This is an optimization exercise on Yosys and OpenROAD, whose aim is small area, a short achievable clock period and few clock cycles per item, not a production implementation.
RTL that was checked went through simulation tests only; none was proved equivalent to the original.

// matrix_alu
module matrix_alu (
    input  logic         Clk,
    input  logic         nReset,
    input  logic         start,
    input  logic [2:0]   opcode,
    input  logic [255:0] operandA,
    input  logic [255:0] operandB,
    output logic [255:0] result,
    output logic         busy,
    output logic         done,
    output logic         err
);
==> flow/config.mk <==
export PLATFORM = sky130hd
export DESIGN_NAME = matrix_alu
export DESIGN_NICKNAME = matrix_alu
export VERILOG_FILES = /design/flow/design.v
export SDC_FILE = /design/flow/constraint.sdc
export NUM_CORES = 4
export LEC_CHECK = 0
export CAP_MARGIN = 20
export CORE_MARGIN = 2
export CORE_UTILIZATION = 45
export PLACE_DENSITY = 0.55
export SLEW_MARGIN = 20
==> flow/constraint.sdc <==
create_clock -name core_clock -period 12.0 [get_ports {Clk}]
set_input_delay 2.4000 -clock core_clock [delete_from_list [all_inputs] [get_ports {Clk}]]
set_output_delay 2.4000 -clock core_clock [all_outputs]
set_load 0.01 [all_outputs]
standard.sh (not shown) runs the stock make flow with config.mk's settings and CLKGATE_MAP_FILE= SYNTH_SCRIPT=/design/flow/synth_recipe.tcl, a recipe that flattens the netlist after the stock synthesis.
==> flow/flow/run.sh <==
#!/bin/bash
# Own layout flow: the standard ORFS flow (standard.sh), with timing
# repair aiming for extra setup slack on the worst paths and single-size
# port buffers.  ORFS keeps each tool's log in orfs/logs; make's own output
# goes to flow_make.log.
set -euo pipefail
export SETUP_SLACK_MARGIN=7.7
export TNS_END_PERCENT=5
export BUFFER_PORTS_ARGS="-buffer_cell sky130_fd_sc_hd__buf_2"
bash standard.sh > flow_make.log 2>&1
Then changed:
--- a/flow/design.v
+++ b/flow/design.v
@@ -4,19 +4,19 @@
     input  logic         start,
     input  logic [2:0]   opcode,
     input  logic [255:0] operandA,
     input  logic [255:0] operandB,
     output logic [255:0] result,
     output logic         busy,
     output logic         done,
     output logic         err
 );
-    logic         busy_q, done_q, err_q, scl_q, as_q, sub_q;
+    logic         busy_q, done_q, err_q, scl_q, as_q, sub_q, rv_q;
     logic [3:0]   cnt_q;
     logic [255:0] r_q, r_d, bz_val;
     logic [255:0] x_q, x_d;
     wire idle   = !busy_q && !done_q;
     wire accept = start && idle;
     wire op_add = (opcode == 3'd0);
     wire op_sub = (opcode == 3'd1);
     wire op_trn = (opcode == 3'd2);
     wire op_scl = (opcode == 3'd3);
@@ -2399,19 +2399,19 @@
     assign u1b_115 = (u1b_44 & u1b_83) | (u1b_82 & (u1b_44 ^ u1b_83));
     assign u1b_116 = u1b_48 ^ u1b_85 ^ u1b_84;
     assign u1b_117 = (u1b_48 & u1b_85) | (u1b_84 & (u1b_48 ^ u1b_85));
     assign u1b_118 = u1b_52 ^ u1b_87 ^ u1b_86;
     assign u1b_119 = (u1b_52 & u1b_87) | (u1b_86 & (u1b_52 ^ u1b_87));
     assign u1b_120 = u1b_56 ^ u1b_89 ^ u1b_88;
     wire [15:0] dot1 = {u1b_120, u1b_118, u1b_116, u1b_114, u1b_112, u1b_110, u1b_108, u1b_106, u1b_104, u1b_102, u1b_100, u1b_98, u1b_96, u1b_94, u1b_92, u1b_59} + {u1b_119, u1b_117, u1b_115, u1b_113, u1b_111, u1b_109, u1b_107, u1b_105, u1b_103, u1b_101, u1b_99, u1b_97, u1b_95, u1b_93, u1b_91, u1b_90};
     wire sel_a  = accept && !op_bad && !op_trn;
     wire sel_t  = accept && op_trn;
-    wire sel_b  = !(accept && !op_bad);
+    wire sel_b  = !(accept && (!op_bad || !rv_q));
     wire s_as   = busy_q && as_q;
     wire s_scl  = busy_q && !as_q && scl_q;
     wire s_mul  = busy_q && !as_q && !scl_q;
     wire s_rot  = (s_scl && !cnt_q[2]) || (s_mul && cnt_q[0]);
     wire s_prd2 = s_scl && !cnt_q[2] && (cnt_q[1:0] != 2'd0);
     wire s_prd3 = s_scl && cnt_q[2];
     wire s_dota = s_mul && cnt_q[0];
     wire s_dotb = s_mul && !cnt_q[0] && (cnt_q != 4'd0);
     wire [15:0] prd [4];
@@ -2471,32 +2471,33 @@
             end
         end
         for (int i = 0; i < 16; i++)
             r_d[255-16*i -: 16] = ({16{sel_a}} & operandA[255-16*i -: 16])
                                 | ({16{sel_t}} & operandA[255-16*(4*(i%4)+i/4) -: 16])
                                 | ({16{sel_b}} & bz_val[255-16*i -: 16]);
     end
     always_ff @(posedge Clk) x_q <= x_d;
     always_ff @(posedge Clk) xr_q <= r_d[255:192];
+    always_ff @(posedge Clk) r_q <= r_d;
     always_ff @(posedge Clk or negedge nReset) begin
         if (!nReset) begin
             busy_q <= 1'b0;
             done_q <= 1'b0;
             err_q  <= 1'b0;
             scl_q  <= 1'b0;
             as_q   <= 1'b0;
             sub_q  <= 1'b0;
             cnt_q  <= 4'd0;
-            r_q    <= '0;
+            rv_q   <= 1'b0;
         end else begin
-            r_q <= r_d;
             if (accept) begin
                 err_q  <= op_bad;
+                if (!op_bad) rv_q <= 1'b1;
                 scl_q  <= op_scl;
                 as_q   <= op_as;
                 sub_q  <= opcode[0];
                 cnt_q  <= 4'd0;
                 busy_q <= op_run;
                 done_q <= !op_run;
             end else if (busy_q) begin
                 cnt_q <= cnt_q + 4'd1;
                 if (as_q || (scl_q ? (cnt_q == 4'd4) : (cnt_q == 4'd8))) begin
Result: Die area went down by 3.3%. Routed wire length goes down by 2.1%. Maximum frequency rises by 0.83%. Final area is lower by 3.2%. Setup slack gains 0.038 ns. Hold slack gets worse by 0.0050 ns. Cell count stays flat.
Testbench counts after the change, summed over its fixed seeds: cycles 16,805, ops 3,200.
Function not checked in the first run of this note: the RTL went through the layout flow alone.

[afterwards: timing with drivers on the ports]
The flow's constraints put no driver on any port. The routed layouts listed below were extracted and timed again, unchanged, in two steps.
Step 1 sets driving cells, clkbuf_16 on the clock port and buf_2 on the other inputs (assumed; they add their load-dependent delay and slew).
Step 2, shift: input delay + t, output delay - t, t = (earliest + latest rising clock arrival at the registers) / 2. This alone moves slack from input paths to output paths.
Slacks: ideal ports / drivers / drivers and shift; pairs: ideal ports / drivers.
run	t (ns)	slack for setup (ns)	hold slack, ns	latest minus earliest clock arrival (ns)	cell pins on the clock port's net
the first run	0.867	7.464 / 7.394 / 6.657	0.478 / 0.478 / 0.478	0.062 / 0.063	1
the second run	0.828	7.501 / 7.443 / 6.770	0.473 / 0.473 / 0.473	0.061 / 0.061	1
After both steps setup and hold are still met in every run listed. The setup slack of the first run, which loses most, moves by -0.070 ns with the drivers and by -0.807 ns with both steps.
